What follows belongs to an exercise in optimizing a design on an open flow for a short achievable clock period and few clock cycles per item; a production flow would make more cautious choices.
In this exercise RTL edits were held to simulation tests only and were not proved equivalent to the original.
Power is estimated from default activity; no workload was simulated.

## v6
==> flow/design.v <==
`timescale 1ns/10ps
module reg_rename_file
(
    input  logic        clk_in,
    input  logic        rst_in,
    input  logic [31:0] rd1_oh,
    input  logic [31:0] rd2_oh,
    output logic [31:0] rd1_value,
    output logic [31:0] rd2_value,
    input  logic        wr_en,
    input  logic [4:0]  wr_rd,
    input  logic [31:0] wr_value
);
    logic [31:0] reg_value [1:31];
    logic [31:1] reg_live;          
    always_comb
    begin
        rd1_value = '0;
        rd2_value = '0;
        for (int i = 1; i < 32; i++)
        begin
            rd1_value = rd1_value | ({32{rd1_oh[i] & reg_live[i]}} & reg_value[i]);
            rd2_value = rd2_value | ({32{rd2_oh[i] & reg_live[i]}} & reg_value[i]);
        end
    end
    always_ff @(posedge clk_in)
    begin
        if (rst_in)
        begin
            reg_live <= '0;
        end
        else
        begin
            for (int i = 1; i < 32; i++)
            begin
                if (wr_en && (wr_rd == 5'(i)))
                    reg_live[i] <= 1'b1;
            end
        end
    end
    always_ff @(posedge clk_in)
    begin
        for (int i = 1; i < 32; i++)
        begin
            if (wr_en && (wr_rd == 5'(i)))
                reg_value[i] <= wr_value;
        end
    end
endmodule
`timescale 1ns/10ps
module reorder_buffer
(
    input  logic        clk_in,
    input  logic        rst_in,
    input  logic        rdy_in,
    input  logic        in_valid,
    input  logic [4:0]  in_rd,
    output logic        pending,        
    output logic        commit_valid,
    output logic [4:0]  commit_rd
);
    assign commit_valid = pending & rdy_in;    
    always_ff @(posedge clk_in)
    begin
        if (rst_in)
            pending <= 1'b0;
        else if (rdy_in)
            pending <= in_valid;
    end
    always_ff @(posedge clk_in)
    begin
        if (rdy_in)
            commit_rd <= in_rd;
    end
endmodule
`timescale 1ns/10ps
module reservation_station
(
    input  logic        clk_in,
    input  logic        rdy_in,
    input  logic [9:0]  d_op_oh,    
    input  logic        fwd_a,      
    input  logic        fwd_b,
    input  logic [31:0] src_a,      
    input  logic [31:0] src_b,
    output logic [31:0] result,     
    output logic [31:0] a_q,        
    output logic [31:0] b_q
);
    logic [9:0]  op;                
    logic [31:0] a_n, b_n, result_n;
    logic [31:0] r_add, r_sub, r_sll, r_sr;
    logic [31:0] c_add, c_sub;
    logic [31:0] x_ab, o_ab, n_ab;
    logic        lt_any;
    logic        fill;
    logic [32:0] sr_wide;
    function automatic logic [31:0] ks_carry(input logic [31:0] x, input logic [31:0] y,
                                             input logic cin);
        logic [31:0] g, p, gn, pn;
        g = x & y;
        p = x | y;
        g[0] = g[0] | (p[0] & cin);
        for (int d = 1; d < 32; d = d * 2)
        begin
            gn = g;
            pn = p;
            for (int i = d; i < 32; i++)
            begin
                gn[i] = g[i] | (p[i] & g[i - d]);
                pn[i] = p[i] & p[i - d];
            end
            g = gn;
            p = pn;
        end
        ks_carry = {g[30:0], cin};
    endfunction
    assign x_ab  = a_q ^ b_q;
    assign o_ab  = a_q | b_q;
    assign n_ab  = a_q & b_q;
    assign c_add = ks_carry(a_q, b_q, 1'b0);
    assign c_sub = ks_carry(a_q, ~b_q, 1'b1);
    assign r_add = x_ab ^ c_add;
    assign r_sub = ~x_ab ^ c_sub;
    assign r_sll = a_q << b_q[4:0];
    assign fill  = op[7] & a_q[31];                         
    assign sr_wide = $signed({fill, a_q}) >>> b_q[4:0];
    assign r_sr  = sr_wide[31:0];
    assign lt_any = (op[3] | op[4]) &
                    (x_ab[31] ? (op[4] ? b_q[31] : a_q[31]) : r_sub[31]);
    function automatic logic [31:0] pick(input logic [9:0] g, input logic [31:0] other,
                                         input logic [31:0] add, input logic [31:0] sub,
                                         input logic [31:0] sll, input logic [31:0] sr,
                                         input logic [31:0] xo, input logic [31:0] oo,
                                         input logic [31:0] ao, input logic lt);
        pick = other
             | ({32{g[0]}} & add)
             | ({32{g[1]}} & sub)
             | ({32{g[2]}} & sll)
             | ({32{g[6] | g[7]}} & sr)
             | ({32{g[5]}} & xo)
             | ({32{g[8]}} & oo)
             | ({32{g[9]}} & ao)
             | {31'b0, lt};
    endfunction
    logic [9:0]  g_a, g_b, g_c;
    logic        go_a, go_b;
    logic [31:0] keep_a, keep_b, keep_c;
    logic [31:0] keep_an, keep_bn, keep_cn;    
    assign go_a   = fwd_a & rdy_in;
    assign go_b   = fwd_b & rdy_in;
    assign g_a    = op & {10{go_a}};
    assign g_b    = op & {10{go_b}};
    assign g_c    = op & {10{rdy_in}};
    assign keep_a = go_a ? '0 : (rdy_in ? src_a : ~a_n);
    assign keep_b = go_b ? '0 : (rdy_in ? src_b : ~b_n);
    assign keep_c = rdy_in ? '0 : ~result_n;
    assign keep_an = go_a ? '0 : (rdy_in ? src_a : a_q);
    assign keep_bn = go_b ? '0 : (rdy_in ? src_b : b_q);
    assign keep_cn = rdy_in ? '0 : result;
    logic [31:0] next_a, next_b, next_c;
    assign next_a = pick(g_a, keep_a, r_add, r_sub, r_sll, r_sr, x_ab, o_ab, n_ab, lt_any & go_a);
    assign next_b = pick(g_b, keep_b, r_add, r_sub, r_sll, r_sr, x_ab, o_ab, n_ab, lt_any & go_b);
    assign next_c = pick(g_c, keep_c, r_add, r_sub, r_sll, r_sr, x_ab, o_ab, n_ab, lt_any & rdy_in);
    always_ff @(posedge clk_in)
    begin
        a_q      <= next_a;
        a_n      <= ~pick(g_a, keep_an, r_add, r_sub, r_sll, r_sr, x_ab, o_ab, n_ab, lt_any & go_a);
        b_q      <= next_b;
        b_n      <= ~pick(g_b, keep_bn, r_add, r_sub, r_sll, r_sr, x_ab, o_ab, n_ab, lt_any & go_b);
        result   <= next_c;
        result_n <= ~pick(g_c, keep_cn, r_add, r_sub, r_sll, r_sr, x_ab, o_ab, n_ab, lt_any & rdy_in);
    end
    always_ff @(posedge clk_in)
    begin
        if (rdy_in)
            op <= d_op_oh;
    end
endmodule
`timescale 1ns/10ps
module dispatch_unit
(
    input  logic [3:0]  issue_op,
    input  logic [4:0]  issue_rs1,
    input  logic [4:0]  issue_rs2,
    input  logic        issue_use_imm,
    input  logic        ahead1_valid,   
    input  logic [4:0]  ahead1_rd,
    input  logic        ahead2_valid,   
    input  logic [4:0]  ahead2_rd,
    output logic [9:0]  op_oh,          
    output logic [31:0] rs1_oh,
    output logic [31:0] rs2_oh,
    output logic        fwd1_e,         
    output logic        fwd2_e,
    output logic        fwd1_c,         
    output logic        fwd2_c
);
    logic hit1_1, hit2_1, hit1_2, hit2_2;
    always_comb
    begin
        op_oh = '0;
        if (issue_op > 4'd9)
            op_oh[0] = 1'b1;            
        else
            op_oh[issue_op] = 1'b1;
        rs1_oh = '0;
        rs2_oh = '0;
        for (int i = 1; i < 32; i++)    
        begin
            rs1_oh[i] = (issue_rs1 == 5'(i));
            rs2_oh[i] = (issue_rs2 == 5'(i));
        end
    end
    assign hit1_1 = ahead1_valid && (ahead1_rd != '0) && (issue_rs1 == ahead1_rd);
    assign hit2_1 = ahead1_valid && (ahead1_rd != '0) && (issue_rs2 == ahead1_rd);
    assign hit1_2 = ahead2_valid && (ahead2_rd != '0) && (issue_rs1 == ahead2_rd);
    assign hit2_2 = ahead2_valid && (ahead2_rd != '0) && (issue_rs2 == ahead2_rd);
    assign fwd1_e = hit1_1;
    assign fwd2_e = hit2_1 && !issue_use_imm;
    assign fwd1_c = hit1_2 && !hit1_1;
    assign fwd2_c = hit2_2 && !hit2_1;
endmodule
`timescale 1ns/10ps
module ooo_core
(
    input  logic     clk_in,
    input  logic     rst_in,
    input  logic     rdy_in,         
    input  logic     issue_valid,
    input  logic     issue_use_imm,
    input  logic [3:0]  issue_op,
    input  logic [4:0] issue_rs1,
    input  logic [4:0] issue_rs2,
    input  logic [4:0] issue_rd,
    input  logic [31:0]    issue_imm,
    output logic     issue_ready,
    output logic     commit_valid,
    output logic [4:0] commit_rd,
    output logic [31:0]    commit_value
);
    logic        ready_q;           
    logic        d_valid;
    logic [9:0]  d_op_oh;           
    logic [4:0]  d_rd;
    logic [31:0] d_rs1_oh;          
    logic [31:0] d_rs2_oh;
    logic        d_fwd1_e;          
    logic        d_fwd2_e;
    logic        d_fwd1_c;          
    logic        d_fwd2_c;
    logic        d_use_imm;
    logic [31:0] d_imm;
    logic        e_valid;
    logic [4:0]  e_rd;
    logic        c_valid;
    logic [31:0] rd1_value, rd2_value;
    logic [31:0] src_a, src_b;
    logic [9:0]  issue_op_oh;
    logic [31:0] issue_rs1_oh, issue_rs2_oh;
    logic        issue_fwd1_e, issue_fwd2_e, issue_fwd1_c, issue_fwd2_c;
    assign issue_ready = ready_q;
    dispatch_unit u_dispatch (
        .issue_op, .issue_rs1, .issue_rs2, .issue_use_imm,
        .ahead1_valid(d_valid), .ahead1_rd(d_rd),
        .ahead2_valid(e_valid), .ahead2_rd(e_rd),
        .op_oh(issue_op_oh), .rs1_oh(issue_rs1_oh), .rs2_oh(issue_rs2_oh),
        .fwd1_e(issue_fwd1_e), .fwd2_e(issue_fwd2_e),
        .fwd1_c(issue_fwd1_c), .fwd2_c(issue_fwd2_c)
    );
    reg_rename_file u_regs (
        .clk_in, .rst_in,
        .rd1_oh(d_rs1_oh), .rd2_oh(d_rs2_oh),
        .rd1_value, .rd2_value,
        .wr_en(c_valid), .wr_rd(commit_rd), .wr_value(commit_value)
    );
    assign src_a = d_fwd1_c ? commit_value : rd1_value;
    assign src_b = d_use_imm ? d_imm : (d_fwd2_c ? commit_value : rd2_value);
    reservation_station u_alu (
        .clk_in, .rdy_in,
        .d_op_oh, .fwd_a(d_fwd1_e), .fwd_b(d_fwd2_e), .src_a, .src_b,
        .result(commit_value), .a_q(), .b_q()
    );
    reorder_buffer u_commit (
        .clk_in, .rst_in, .rdy_in,
        .in_valid(e_valid), .in_rd(e_rd),
        .pending(c_valid),
        .commit_valid, .commit_rd
    );
    always_ff @(posedge clk_in)
    begin
        if (rst_in)
        begin
            ready_q <= 1'b1;
            d_valid <= 1'b0;
            e_valid <= 1'b0;
        end
        else if (rdy_in)
        begin
            d_valid <= issue_valid;    
            e_valid <= d_valid;
        end
    end
    always_ff @(posedge clk_in)
    begin
        if (rdy_in)
        begin
            d_op_oh   <= issue_op_oh;
            d_rd      <= issue_rd;
            d_rs1_oh  <= issue_rs1_oh;
            d_rs2_oh  <= issue_rs2_oh;
            d_fwd1_e  <= issue_fwd1_e;
            d_fwd2_e  <= issue_fwd2_e;
            d_fwd1_c  <= issue_fwd1_c;
            d_fwd2_c  <= issue_fwd2_c;
            d_use_imm <= issue_use_imm;
            d_imm     <= issue_imm;
            e_rd      <= d_rd;
        end
    end
endmodule
clock: 7.0 ns
lec_check: 0
abc_clock_period_in_ps: 2000
cap_margin: 20
core_margin: 2
core_utilization: 40
setup_slack_margin: 3.8
slew_margin: 20
run.sh (not shown) runs the stock make flow with config.mk's settings and CLKGATE_MAP_FILE= SYNTH_SCRIPT=/design/flow/synth_recipe.tcl, a recipe that flattens the netlist after the stock synthesis.
Having completed the whole flow, v6 delivered a layout that passed the timing, DRC and antenna checks.
Testbench counts of v6, summed over its fixed seeds: cycles 4,824, items 4,800.
## Diff of input files: v7 against v6
--- a/flow/design.v
+++ b/flow/design.v
@@ -95,11 +95,11 @@
     logic        lt_any;
     logic        fill;
     logic [32:0] sr_wide;
-    function automatic logic [31:0] ks_carry(input logic [31:0] x, input logic [31:0] y,
+    function automatic logic [31:0] ks_carry(input logic [31:0] g_in, input logic [31:0] t_in,
                                              input logic cin);
         logic [31:0] g, p, gn, pn;
-        g = x & y;
-        p = x | y;
+        g = g_in;
+        p = t_in;
         g[0] = g[0] | (p[0] & cin);
         for (int d = 1; d < 32; d = d * 2)
         begin
@@ -118,11 +118,11 @@
     assign x_ab  = a_q ^ b_q;
     assign o_ab  = a_q | b_q;
     assign n_ab  = a_q & b_q;
-    assign c_add = ks_carry(a_q, b_q, 1'b0);
-    assign c_sub = ks_carry(a_q, ~b_q, 1'b1);
+    assign c_add = ks_carry(~a_n & ~b_n, ~a_n | ~b_n, 1'b0);
+    assign c_sub = ks_carry(~a_n & b_n, ~a_n | b_n, 1'b1);
     assign r_add = x_ab ^ c_add;
     assign r_sub = ~x_ab ^ c_sub;
-    assign r_sll = a_q << b_q[4:0];
+    assign r_sll = a_q << ~b_n[4:0];
     assign fill  = op[7] & a_q[31];                         
     assign sr_wide = $signed({fill, a_q}) >>> b_q[4:0];
     assign r_sr  = sr_wide[31:0];
==> run summary <==
Relative to v6, buffering stage count on the worst path with inverters included decreased by 1 in v7. Wire length on met3 in v7 is about 1.5% below v6. Compared with v6, in v7 number of standard-cell rows in the floorplan shrank by 1.4%, number of I/O port buffers held steady, highest cell delay on the worst timing path grew by 0.10 ns, total met2 wirelength after detailed routing shrank by about 8%, net count after synthesis shrank by 162. v6 → v7: share of power burned in combinational logic -6.7 points; timing-limited maximum frequency +4.9%.
Testbench counts of v7, summed over its fixed seeds: cycles 4,824, items 4,800.

port drivers added, routing unchanged:
The results above use ideal ports. As a check the final layouts listed here were re-extracted and re-timed, cells and wires unchanged. Step 1 (the two cells are an assumption about what drives the block):
set clk [get_ports {clk_in}]
set_driving_cell -lib_cell sky130_fd_sc_hd__clkbuf_16 $clk
set_driving_cell -lib_cell sky130_fd_sc_hd__buf_2 [delete_from_list [all_inputs] $clk]
Step 2, shift: input delay + t, output delay - t, t = (earliest + latest rising clock arrival at the registers) / 2. This alone moves slack from input paths to output paths. Slacks: ideal ports / drivers / drivers and shift; pairs: ideal ports / drivers.
run | shift t [ns] | setup WS [ns] | worst data-port slew with drivers (ns)
v6 | 0.877 | 3.433 / 3.433 / 2.696 | 0.19
v7 | 0.873 | 3.600 / 3.459 / 2.703 | 0.34
After both steps setup and hold are still met in every run listed. The setup slack of v7, which loses most, moves by -0.141 ns with the drivers and by -0.897 ns with both steps.
